This is an optimization exercise on Yosys and OpenROAD, whose aim is small area, a short achievable clock period and few clock cycles per item, not a production implementation. In this exercise RTL edits were held to simulation tests only and were not proved equivalent to the original. Power is estimated from default activity; no workload was simulated.

`flow/run.sh`:
```
#!/bin/bash
# synth_recipe.tcl (not shown) runs the flow's synth.tcl, then flattens the netlist and writes it again
# the make line also repeats each setting of config.mk as NAME=value (left out here)
make -C /OpenROAD-flow-scripts/flow DESIGN_CONFIG=/design/flow/config.mk WORK_HOME=/design/flow/orfs CLKGATE_MAP_FILE= SYNTH_SCRIPT=/design/flow/synth_recipe.tcl finish
```
`flow/config.mk`:
```
export PLATFORM = sky130hd
export DESIGN_NAME = bicubic_resampler
export DESIGN_NICKNAME = bicubic_resampler
export VERILOG_FILES = /design/flow/design.v
export SDC_FILE = /design/flow/constraint.sdc
export NUM_CORES = 4
export LEC_CHECK = 0
export ABC_CLOCK_PERIOD_IN_PS = 4000
export CAP_MARGIN = 20
export CORE_MARGIN = 2
export CORE_UTILIZATION = 40
export SETUP_SLACK_MARGIN = 5
export SLEW_MARGIN = 20
```
`flow/constraint.sdc`:
```
create_clock -name core_clock -period 10.0 [get_ports {CLK}]
set_input_delay 2.0000 -clock core_clock [delete_from_list [all_inputs] [get_ports {CLK}]]
set_output_delay 2.0000 -clock core_clock [all_outputs]
set_load 0.01 [all_outputs]
```
`flow/design.v`:
```
`default_nettype none
package bicubic_pkg;
    localparam int PIX_W  = 8;
    localparam int FRAC_W = 8;    
    localparam int LEN_W  = 7;    
    typedef logic [PIX_W-1:0]  pix_t;
    typedef logic [FRAC_W-1:0] frac_t;
    typedef struct packed {
        pix_t p0;
        pix_t p1;
        pix_t p2;
        pix_t p3;
    } win_t;
    typedef struct packed {
        win_t  win;
        frac_t frac;
    } cubic_req_t;
    typedef enum logic [2:0] {
        ST_IDLE    = 3'd0,   
        ST_FILL    = 3'd1,   
        ST_DIVIDE  = 3'd2,   
        ST_ISSUE   = 3'd3,   
        ST_ADVANCE = 3'd4,   
        ST_DONE    = 3'd5    
    } ctrl_state_t;
endpackage
`default_nettype wire
`timescale 1ns/1ps
`default_nettype none
module bicubic_resampler #(
    parameter int LEN_W = bicubic_pkg::LEN_W
) (
    input  wire logic              CLK,
    input  wire logic              RST,
    input  wire logic              start_i,
    input  wire logic [LEN_W-1:0]  src_len_i,
    input  wire logic [LEN_W-1:0]  dst_len_i,
    input  wire logic              src_valid_i,
    input  wire bicubic_pkg::pix_t src_pix_i,
    output logic                   src_ready_o,
    output logic                   out_valid_o,
    output bicubic_pkg::pix_t      out_pix_o,
    input  wire logic              out_ready_i,
    output logic                   done_o
);
    localparam int QN = 4;   
    logic             busy;        
    logic             done_r;
    logic [LEN_W-1:0] den;         
    logic [LEN_W-1:0] src_left;    
    logic [LEN_W-1:0] out_left;    
    logic             k8;          
    logic [1:0]       fst;         
    logic             out0;        
    logic [2:0]       occ;         
    logic [LEN_W-1:0] rem;
    logic [1:0]       dcnt;
    logic             ddone;
    logic [5:0]       kk;          
    logic [7:0]       kq;          
    logic [LEN_W-1:0] rr;          
    logic [7:0]       xr;          
    logic [7:0]       xn;          
    logic [LEN_W-1:0] en;          
    logic             sh;          
    logic [7:0]         p1, p2, p3;
    logic signed [10:0] ca;
    logic signed [11:0] cb;
    logic signed [8:0]  cc;
    logic start_go, pop, iss0, issr, iss, need, fill_sh, win_sh, load, take;
    logic cond0, condr;
    logic [7:0] npix;
    logic [7:0] x_in;
    assign start_go = start_i && !busy;
    assign pop      = out_valid_o && out_ready_i;
    assign cond0 = busy && !out0 && (fst != 2'd0) && (occ != 3'(QN))
                   && (!k8 || fst == 2'd3);
    assign condr = busy && out0 && ddone && (fst == 2'd3) && (out_left != '0)
                   && (occ != 3'(QN));
    assign need  = (src_left != '0) && (out0 ? sh : k8);    
    assign src_ready_o = busy && (src_left != '0)
                         && ((fst != 2'd3) || ((out0 ? condr : cond0) && (out0 ? sh : k8)));
    assign take = src_ready_o && src_valid_i;
    assign iss0 = cond0 && (!(k8 && need) || src_valid_i);
    assign issr = condr && (!need || src_valid_i);
    assign iss  = iss0 || issr;
    assign load    = (fst == 2'd0) && busy && src_valid_i;
    assign fill_sh = busy && (fst == 2'd1 || fst == 2'd2) && ((src_left == '0) || src_valid_i);
    assign win_sh  = fill_sh || (iss0 && k8) || (issr && sh);
    assign npix    = (src_left != '0) ? src_pix_i : p3;
    assign x_in    = out0 ? xr : 8'd0;
    logic [LEN_W-1:0] r0, r1, r2, r3;
    logic [LEN_W:0]   t1, t2, t3;
    logic             q1, q2, q3;
    always_comb begin
        r0 = (dcnt == 2'd0 && k8) ? '0 : rem;
        t1 = {r0, 1'b0};
        q1 = (t1 >= {1'b0, den});
        r1 = q1 ? LEN_W'(t1 - {1'b0, den}) : t1[LEN_W-1:0];
        t2 = {r1, 1'b0};
        q2 = (t2 >= {1'b0, den});
        r2 = q2 ? LEN_W'(t2 - {1'b0, den}) : t2[LEN_W-1:0];
        t3 = {r2, 1'b0};
        q3 = (t3 >= {1'b0, den});
        r3 = q3 ? LEN_W'(t3 - {1'b0, den}) : t3[LEN_W-1:0];
    end
    logic [LEN_W:0] esum;
    logic           ecar;
    logic [8:0]     xsum;
    always_comb begin
        esum = {1'b0, en} + {1'b0, rr};
        ecar = (esum >= {1'b0, den});
        xsum = {1'b0, xn} + {1'b0, kq} + {8'd0, ecar};
    end
    always_ff @(posedge CLK) begin
        if (RST) begin
            busy   <= 1'b0;
            done_r <= 1'b0;
            occ    <= '0;
        end else begin
            occ <= occ + {2'd0, iss} - {2'd0, pop};
            if (start_go) begin
                busy   <= 1'b1;
                done_r <= 1'b0;
            end else if (pop && occ == 3'd1 && out_left == '0) begin
                busy   <= 1'b0;
                done_r <= 1'b1;
            end
        end
    end
    always_ff @(posedge CLK) begin
        if (start_go) begin
            den      <= dst_len_i - 1'b1;
            rem      <= src_len_i - 1'b1;
            k8       <= (src_len_i == dst_len_i);
            src_left <= src_len_i;
            out_left <= dst_len_i;
            fst      <= 2'd0;
            out0     <= 1'b0;
            dcnt     <= 2'd0;
            ddone    <= 1'b0;
        end else begin
            if (take) src_left <= src_left - 1'b1;
            if (iss)  out_left <= out_left - 1'b1;
            if (load || fill_sh) fst <= fst + 1'b1;
            if (iss0) out0 <= 1'b1;
            if (!ddone) begin
                dcnt <= dcnt + 1'b1;
                rem  <= r3;
                kk   <= {kk[2:0], q1, q2, q3};
                if (dcnt == 2'd2) ddone <= 1'b1;
            end
        end
    end
    always_ff @(posedge CLK) begin
        if (!ddone && dcnt == 2'd2) begin
            kq <= {kk, q1, q2};
            rr <= r2;
            xr <= {kk, q1, q2};
            xn <= {kk[4:0], q1, q2, q3};
            en <= r3;
            sh <= k8 | kk[5];
        end else if (issr) begin
            xr <= xn;
            xn <= xsum[7:0];
            en <= ecar ? LEN_W'(esum - {1'b0, den}) : esum[LEN_W-1:0];
            sh <= xsum[8] | k8;
        end
    end
    always_ff @(posedge CLK) begin
        if (load) begin
            p1 <= src_pix_i;
            p2 <= src_pix_i;
            p3 <= src_pix_i;
            ca <= '0;
            cb <= '0;
            cc <= '0;
        end else if (win_sh) begin
            p1 <= p2;
            p2 <= p3;
            p3 <= npix;
            ca <= 11'sd3 * $signed({3'b0, p2}) - $signed({3'b0, p1})
                  - 11'sd3 * $signed({3'b0, p3}) + $signed({3'b0, npix});
            cb <= 12'sd2 * $signed({4'b0, p1}) - 12'sd5 * $signed({4'b0, p2})
                  + 12'sd4 * $signed({4'b0, p3}) - $signed({4'b0, npix});
            cc <= $signed({1'b0, p3}) - $signed({1'b0, p1});
        end
    end
    logic               v1, v2;
    logic signed [11:0] h1;
    logic signed [8:0]  c1;
    logic [7:0]         pp1, pp2;
    logic [7:0]         x1, x2;
    logic signed [10:0] h2;
    logic signed [20:0] m1, m2, m3;
    logic signed [9:0]  y3;
    logic [7:0]         res;
    always_comb begin
        m1  = ca * $signed({1'b0, x_in}) + (21'(cb) <<< 8);
        m2  = h1 * $signed({1'b0, x1}) + (21'(c1) <<< 8);
        m3  = h2 * $signed({1'b0, x2}) + $signed({4'b0, pp2, 9'h100});
        y3  = m3[18:9];
        res = y3[9] ? 8'd0 : (y3[8] ? 8'hff : y3[7:0]);
    end
    always_ff @(posedge CLK) begin
        if (RST) begin
            v1 <= 1'b0;
            v2 <= 1'b0;
        end else begin
            v1 <= iss;
            v2 <= v1;
        end
    end
    always_ff @(posedge CLK) begin
        h1  <= m1[19:8];
        c1  <= cc;
        pp1 <= p1;
        x1  <= x_in;
        h2  <= m2[18:8];
        pp2 <= pp1;
        x2  <= x1;
    end
    logic [7:0] qe [QN];
    logic [QN-1:0] qv;
    logic [7:0] se [QN];
    logic [QN-1:0] sv;
    always_comb begin
        for (int i = 0; i < QN; i++) begin
            sv[i] = pop ? ((i + 1 < QN) ? qv[(i + 1) % QN] : 1'b0) : qv[i];
            se[i] = pop ? ((i + 1 < QN) ? qe[(i + 1) % QN] : qe[i]) : qe[i];
        end
    end
    always_ff @(posedge CLK) begin
        for (int i = 0; i < QN; i++) begin
            if (RST) begin
                qv[i] <= 1'b0;
            end else begin
                qv[i] <= sv[i] || (v2 && (i == 0 || sv[(i + QN - 1) % QN]));
            end
            qe[i] <= (v2 && !sv[i] && (i == 0 || sv[(i + QN - 1) % QN])) ? res : se[i];
        end
    end
    assign out_valid_o = qv[0];
    assign out_pix_o   = qe[0];
    assign done_o      = done_r;
endmodule
`default_nettype wire
```
==> summary.txt, run 1 <==
Power
  • Power Dens Cells: between 200 and 300 nW/um^2
  • VDD IR max: about 0.66 mV
  • Design Power: roughly 7.9 mW
  • Pleak: about 13 nW

Critical path
  • Critical path class: flop to flop
  • Critical Path Stages: 28
  • Endpoint type of the worst setup path: flop
  • Reg2Reg Depth: 28
  • Critical-path maximum fanout: 7
  • R2r setup slk: 4.58 ns
  • Critical Path RT: ~10 ns
  • Critical path's slowest cell: or4_4
  • Reg2reg start: dcnt[0]
  • CP dominant cell by count: ha_4
  • Slowest stage delay, CP: around 0.49 ns
  • WP buf/inv: 5
  • FF-to-FF End: rem[1]
  • Critical path startpoint category: flop
  • Arrival time of the worst setup path: ~5.7 ns
  • Crit-path leading delay family: compound AO/OA/AOI/OAI gates

CTS
  • Number of CTS-inserted buffers: 29
  • Clk slew on worst S/H paths: 0.06 ns
  • H-tree lvl count: 1
  • Skew-Pair Late Insertion Delay: 0.58 ns
  • Root Driver: clkbuf_16
  • CTS tree: done
  • Clock tree buffer depth: 3
  • Clk sinks: 243

Drt
  • DRC: 0
  • DR WL/cell: 16.7 um
  • Detailed-route via count: around 17000
  • Vias per inst: 5.09
  • First-pass DRT Iterations: 5
  • Antenna Nets Post-Route: 0
  • DR iter-0 viols: 799
  • WL final: between 50000 and 60000 um

Timing
  • Slew Limit Fails: 0
  • RSZ-0062 raised after global routing: true
  • Final worst path period share: 0.542
  • Max_slew headroom: 0.319
  • # setup viols final: 0
  • Fin. Hold Viols: 0
  • Worst-margin pin slew: approximately 1 ns
  • Crit path time final: ~5.4 ns
  • Worst Skew: roughly 0.036 ns
  • Max Freq: 185 MHz
  • Setup TNS Final: 0 ns

Floorplanning
  • DIE WIDTH: between 200 and 250 um
  • Die area: about 61000 um^2
  • Initial Utilization: 0.405
  • Die Ht: 246 um
  • Io pins: 38
  • Rows: a little under 90
  • Core area: between 50000 and 60000 um^2

Logic synthesis
  • Post-synthesis sequential area ratio: 0.263
  • YS warnings: 3
  • Synth unique cells: 70
  • Synthesized area: 23400 um^2
  • Async S/R FF share, synth: 0
  • Cells after synthesis: 2412
  • Seq cells post-synth: approximately 240
  • Number of synthesized flops with an enable pin: 130
  • Syn_area_per_cell: just under 10 um^2
  • Synth Net Count: roughly 3000
  • Ys flop type: edfxtp_1

GRT
  • Initial antenna violation count: 2
  • Gr busiest metal: met2
  • Met1 usage in global routing: 0.239
  • Largest net degree at the start of global routing: 61
  • Vias in the first global route: 17900
  • GRT Overall Usage: 0.188
  • Grt met2 use: 0.331
  • First-pass GRT wire length: 91800 um
  • GRT Residual Overflow: 0
  • Global routing usage on met3: 0.0228

Placement
  • Placed Cells: about 3200
  • Final Wtd Congestion: roughly 0.85
  • IO Port Bufs: 37
  • Post-DP HPWL: around 42000 um

Outcome
  • Status: finished clean

Final layout
  • Final Util: 0.490
  • Most frequent cells in the layout: inv_1 (423), fa_1 (279), nand2_1 (243)
  • Layout area overhead: 20.7%
  • Post-route insts no fill: ~3400
  • Antenna Cells: 0
  • Net count, final: between 3000 and 4000
  • Commonest non-fill, non-tap cell in the layout: inv_1
  • Layout cell share with drive strength beyond 1: 0.191

Min path
  • Min-Delay Endpoint: pp2[0]
  • Hold path cells: 0
  • Worst Hold Class: flop to flop
  • Worst hold start: pp1[0]

Flow run
  • Max_cap viols: 0
[per-layer routing]
metal / wire [um] / part of all wire
met5: 0 / 0
met4: 1990 / 0.035
met3: 1890 / 0.034
met2: 28500 / 0.51
met1: 23900 / 0.42
[cell families (layout without fill, tap and decap cells)]
family	after synthesis	in the layout	synth area share
compound gates	298	298	0.0773
xor+xnor	134	134	0.0501
simple gates	676	676	0.141
flops	243	243	0.263
mux	41	41	0.0192
buf+inv	507	703	0.0817
fa+ha+maj	513	513	0.367
[state kept, by name, summed over array words and instances (netlist names), 7 cells and up]
name / count
qe: 32
cb: 12
h1: 12
ca: 11
h2: 11
c1: 9
cc: 9
kq: 8
p1: 8
p2: 8
p3: 8
pp1: 8
pp2: 8
x1: 8
x2: 8
xn: 8
xr: 8
den: 7
en: 7
out_left: 7
rem: 7
rr: 7
src_left: 7
[metrics by stage]
stage | instance area [um^2] | setup WS [ns] | hold slack, ns
finish | 28300 | 4.58 | 0.326
floorplan | 24000 | 4.81 | 0.310
global route | 28300 | 4.39 | 0.329
detailed placement | 25100 | 4.18 | 0.313
global placement | 25100 | 4.25 | 0.314
CTS | 27600 | 4.63 | 0.327
[worst reg2reg max path: cells and delay by family, from the launching register on]
family | cells | cell delay, ns
buffers and inverters | 5 | 0.62
flip-flops | 1 | 0.32
adder cells (fa/ha/maj) | 4 | 0.92
AO/OA/AOI/OAI | 11 | 1.66
multiplexers | 1 | 0.35
AND/OR/NAND/NOR | 7 | 1.26
[synth_stat cells, types with 6 or more instances]
library cell / instances / share of area
inv_1: 442 / 0.071
fa_1: 292 / 0.25
nand2_1: 256 / 0.041
ha_1: 221 / 0.12
edfxtp_1: 130 / 0.17
and2_1: 122 / 0.033
a21oi_1: 116 / 0.025
dfxtp_1: 113 / 0.097
nor2_1: 110 / 0.018
xnor2_1: 87 / 0.033
o21ai_0: 67 / 0.014
and3_1: 59 / 0.016
clkbuf_1: 58 / 0.0093
xor2_1: 47 / 0.018
nor3_1: 30 / 0.0064
mux2_2: 27 / 0.013
a21o_1: 23 / 0.0074
nor2b_1: 19 / 0.0051
nand3_1: 17 / 0.0036
a211oi_1: 13 / 0.0042
mux2i_1: 13 / 0.0056
o21bai_1: 12 / 0.0038
nand2b_1: 11 / 0.0029
o21a_1: 11 / 0.0035
or3_1: 10 / 0.0027
nand4_1: 9 / 0.0024
a31oi_1: 7 / 0.0019
nand3b_1: 7 / 0.0022
o31ai_1: 7 / 0.0022
nor4_1: 6 / 0.0016
o211ai_1: 6 / 0.0019
or2_2: 6 / 0.0016
[worst max path at each step]
stage	startpoint	endpoint	slack (ns)
floorplan	x2[5]	qe[0][1]	4.81
global placement	src_pix_i[4]	cb[9]	4.25
detailed placement	src_pix_i[3]	cb[10]	4.18
CTS	h2[2]	qe[0][6]	4.63
global route	dcnt[0]	rem[1]	4.39
finish	dcnt[0]	rem[1]	4.58
[cell type report]
class,count,area [um^2]
fillers,5272,29500
multi-input cells,1662,16700
flip-flops and latches,243,6280
repair buffers,204,1780
inverters,444,1670
well taps,765,957
clock buffers,38,792
clock inverters,16,130
repair inverters,1,7.51
[power by group]
group	internal (mW)	total, mW	switching [mW]
logic	2.55	5.14	2.59
clock network	0.588	1.04	0.454
registers	1.44	1.72	0.279
[repair_timing]
item	4_1_cts	5_1_grt
resized for setup	184	98
pin swaps	70	53
cloned	5	0
buffers inserted	118	32
hold buffers	0	0
endpoints found under the setup margin	73	72
Testbench counts, summed over its fixed seeds: cycles 18,148, items 16,987.
==> run 2, diff against run 1 <==
--- a/flow/config.mk
+++ b/flow/config.mk
@@ -6,8 +6,6 @@
 export NUM_CORES = 4
 export LEC_CHECK = 0
-export ABC_CLOCK_PERIOD_IN_PS = 4000
 export CAP_MARGIN = 20
 export CORE_MARGIN = 2
 export CORE_UTILIZATION = 40
-export SETUP_SLACK_MARGIN = 5
 export SLEW_MARGIN = 20
==> run 2 against run 1 <==
  * Critical path depth decreased by 10
  * Critical endpoint is now qe[1][5]
  * First-iteration DRC count increased by 10%
  * Largest cell class unchanged
  * Sequential share of layout area increased by 1.9 points
  * Highest routed layer unchanged
  * Fmax decreased by 16%
  * Setup slack got worse by 1.0 ns
  * Sequential power about the same
  * Routed wire length decreased by 8.7%
  * Critical path type unchanged
  * Synthesized cell count unchanged
  * Design area decreased by 9.8%
  * Total power decreased by 21%
  * Final cell count decreased by 4.8%
==> summary.txt, run 2 <==
Final layout
  • Layout cell share with drive strength beyond 1: 0.0397 (-0.151)
  • Layout area overhead: 8.95%
  • Max FFs per register: 32 (unchanged)
  • Top reg by flops: qe
  • Net count, final: 2964 (-5.2%)
  • Top Registers: qe (32), cb (12), h1 (12)
  • Register area: 6170 um^2 (-1.9%)
  • Antenna Cells: 0 (unchanged)
  • Most frequent cells in the layout: inv_1 (442), fa_1 (292), nand2_1 (255)
  • Area of the multi-input gates: 15400 um^2 (-7.8%)
  • Filler cells: 5587 (+6.0%)
  • Fin area: 25500 um^2 (-9.8%)
  • Commonest non-fill, non-tap cell in the layout: inv_1

CTS
  • Clk slew on worst S/H paths: 0.06 ns (about the same)
  • CTS resizes: 0 (-100%)
  • Clock tree buffer depth: 3 (unchanged)
  • H-tree lvl count: 1 (unchanged)
  • Number of CTS-inserted buffers: 28 (-3.4%)
  • Clk sinks: 243 (unchanged)
  • Hold buffer count at cts: 0 (unchanged)
  • CTS tree: done
  • Setup bufs post-CTS: 0 (-100%)
  • Root Driver: clkbuf_16
  • Skew-Pair Late Insertion Delay: 0.58 ns (about the same)

Drt
  • DRC: 0 (unchanged)
  • Vias per inst: 5.02 (-1.4%)
  • WL final: 51400 um (-8.7%)
  • DR WL/cell: 16.0 um (-4.0%)
  • First-pass DRT Iterations: 5 (unchanged)
  • Detailed-route via count: 16100 (-6.2%)
  • DR iter-0 viols: 879 (+10%)
  • Antenna Nets Post-Route: 0 (unchanged)

Critical path
  • Critical-path maximum fanout: 11 (+4)
  • Critical Path RT: 10.31 ns (+0.02 ns)
  • Critical path startpoint category: flop
  • R2r setup slk: 3.58 ns (-1.00 ns)
  • Critical path class: flop to flop
  • Arrival time of the worst setup path: 6.73 ns (+1.02 ns)
  • Endpoint type of the worst setup path: flop

GRT
  • First-pass GRT wire length: 87100 um (-5.2%)
  • Largest net degree at the start of global routing: 61 (unchanged)
  • Initial antenna violation count: 0 (-2)
  • GRT Overall Usage: 0.177 (-0.0113)
  • Vias in the first global route: 17300 (-3.4%)
  • GRT Residual Overflow: 0 (unchanged)

Floorplanning
  • DIE WIDTH: 246 um (unchanged)
  • Initial Utilization: 0.405 (unchanged)
  • Io pins: 38 (unchanged)
  • Core area: 57800 um^2 (unchanged)
  • Die area: 60500 um^2 (unchanged)
  • Die Ht: 246 um (unchanged)
  • Rows: 88 (unchanged)

Logic synthesis
  • Synth unique cells: 70 (unchanged)
  • Most frequent cell after synthesis: inv_1
  • Post-synthesis sequential area ratio: 0.263 (unchanged)
  • YS warnings: 3 (unchanged)
  • Synthesized area: 23400 um^2 (unchanged)
  • Syn_area_per_cell: 9.72 um^2 (unchanged)
  • Top post-synthesis cells by count: inv_1 (442), fa_1 (292), nand2_1 (256)
  • Synth Net Count: 2952 (unchanged)
  • Async S/R FF share, synth: 0 (unchanged)
  • Number of synthesized flops with an enable pin: 130 (unchanged)
  • Cells after synthesis: 2412 (unchanged)
  • Post-synth top area share: 0.249 (unchanged)
  • Seq cells post-synth: 243 (unchanged)
  • Ys flop type: edfxtp_1
  • Largest cells by area after synthesis: fa_1 (25%), edfxtp_1 (17%), ha_1 (12%)
  • Yosys top cell by area: fa_1

Timing
  • RSZ-0062 raised after global routing: false
  • Worst-margin pin slew: 1.11 ns (+0.0853 ns)
  • Final worst path period share: 0.642 (+0.100)
  • # setup viols final: 0 (unchanged)
  • Slew Limit Fails: 0 (unchanged)
  • Fin. Hold Viols: 0 (unchanged)
  • Crit path time final: 6.42 ns (+1.00 ns)
  • Max_slew headroom: 0.262 (-0.0568)
  • Max Freq: 156 MHz (-16%)
  • Setup TNS Final: 0 ns (unchanged)
  • Worst Skew: 0.0371 ns (+0.000962 ns)

Placement
  • Final Wtd Congestion: 0.855 (about the same)
  • Post-DP HPWL: 41300 um (-1.4%)
  • Post-place instance area: 24600 um^2 (-2.0%)
  • IO Port Bufs: 37 (unchanged)

Power
  • Pleak: 12.2 nW (-8.3%)
  • VDD IR max: 0.494 mV (-25%)
  • Design Power: 6.28 mW (-21%)
  • Power Dens Cells: 246 nW/um^2 (-12%)

Outcome
  • Status: finished clean

Min path
  • Worst Hold Class: flop to flop

Flow run
  • Max_cap viols: 0 (unchanged)
-- run 2: cell counts after synthesis --
No cell type changed its count.
-- run 2: layer usage --
| metal | vias to the layer above | GRT usage | share of wire |
|---|---|---|---|
| li1 | 7770 | - | - |
| met1 | 8012 | 0.229 | 0.44 |
| met2 | 242 | 0.314 | 0.50 |
| met3 | 83 | 0.0178 | 0.030 |
| met4 | 0 | 0.0492 | 0.027 |
| met5 | - | 0 | 0 |
-- run 2: where the power goes --
part | switching (mW) | leakage, nW | total, mW | internal, mW
clock | 0.439 | 0.469 | 1.05 | 0.610
combinational | 1.99 | 9.56 | 3.52 | 1.53
sequential | 0.283 | 2.13 | 1.71 | 1.43
-- run 2: worst paths after layout --
path,start,to,cells past startpoint
worst max-delay path,x2[2],qe[1][5],18
worst min-delay path,pp1[3],pp2[3],0
worst max register to register,x2[2],qe[1][5],18
worst min register to register,pp1[3],pp2[3],0
-- run 2: layout make-up --
class                           count  share of cell area
Inverter                          444              0.0654
Multi-Input combinational cell   1662               0.602
Clock inverter                     13             0.00451
Sequential cell                   243               0.241
Timing Repair Buffer               45              0.0169
Tap cell                          765              0.0375
Clock buffer                       39              0.0324
-- run 2: logic make-up (layout without fill, tap and decap cells) --
kind of cell | after synthesis | in the layout | synth area share
flip-flops | 243 | 243 | 0.263
buffers and inverters | 507 | 541 | 0.0817
adder cells (fa/ha/maj) | 513 | 513 | 0.367
XOR/XNOR | 134 | 134 | 0.0501
multiplexers | 41 | 41 | 0.0192
AND/OR/NAND/NOR | 676 | 676 | 0.141
AO/OA/AOI/OAI | 298 | 298 | 0.0773
-- run 2: critical path: stages (launching register included) --
cell and delay (ns):
dfxtp_1 0.57, nand2_1 0.14, fa_1 0.53, inv_1 0.05
fa_1 0.53, fa_1 0.45, fa_1 0.55, inv_1 0.05
fa_1 0.53, inv_1 0.04, ha_1 0.30, nand3_1 0.11
nor4_1 0.36, o21ai_0 0.29, o2111ai_1 0.25, o211ai_1 0.14
xnor2_1 0.71, a21oi_1 0.23, mux2_2 0.33
-- run 2: per-stage QoR --
| step | hold WS [ns] | cells | util | setup WS [ns] |
|---|---|---|---|---|
| after floorplan | 0.310 | 2412 | - | 4.41 |
| after global placement | 0.315 | 3159 | 0.425 | 3.81 |
| after detailed placement | 0.312 | 3159 | 0.425 | 3.58 |
| after CTS | 0.326 | 3211 | 0.442 | 3.55 |
| after global routing | 0.324 | 3211 | 0.442 | 3.14 |
| final | 0.323 | 3211 | 0.442 | 3.58 |

[static timing again, ports no longer ideal]
No port has a modelled driver above. Below, the same layouts with a new extraction and two added sets of constraints.
Step 1 (the two cells are an assumption about what drives the block):
set clk [get_ports {CLK}]
set_driving_cell -lib_cell sky130_fd_sc_hd__clkbuf_16 $clk
set_driving_cell -lib_cell sky130_fd_sc_hd__buf_2 [delete_from_list [all_inputs] $clk]
Step 2 also shifts input and output timing later by t, the mid clock arrival at the registers, as if the neighbouring blocks saw the same clock.
Slacks: no drivers / after step 1 / after step 2; pairs: no drivers / after step 1.
| run | t (ns) | setup slack, ns | worst setup path after step 2 | latest minus earliest clock arrival (ns) | worst slew at a driven data input, ns |
|---|---|---|---|---|---|
| run 1 | 0.627 | 4.581 / 4.581 / 4.562 | input to register | 0.039 / 0.039 | 0.12 |
| run 2 | 0.619 | 3.577 / 3.577 / 3.577 | register to register | 0.038 / 0.038 | 0.09 |
After both steps setup and hold are still met in every run listed. The setup slack of run 1, which loses most, moves by 0.000 ns with the drivers and by -0.019 ns with both steps.
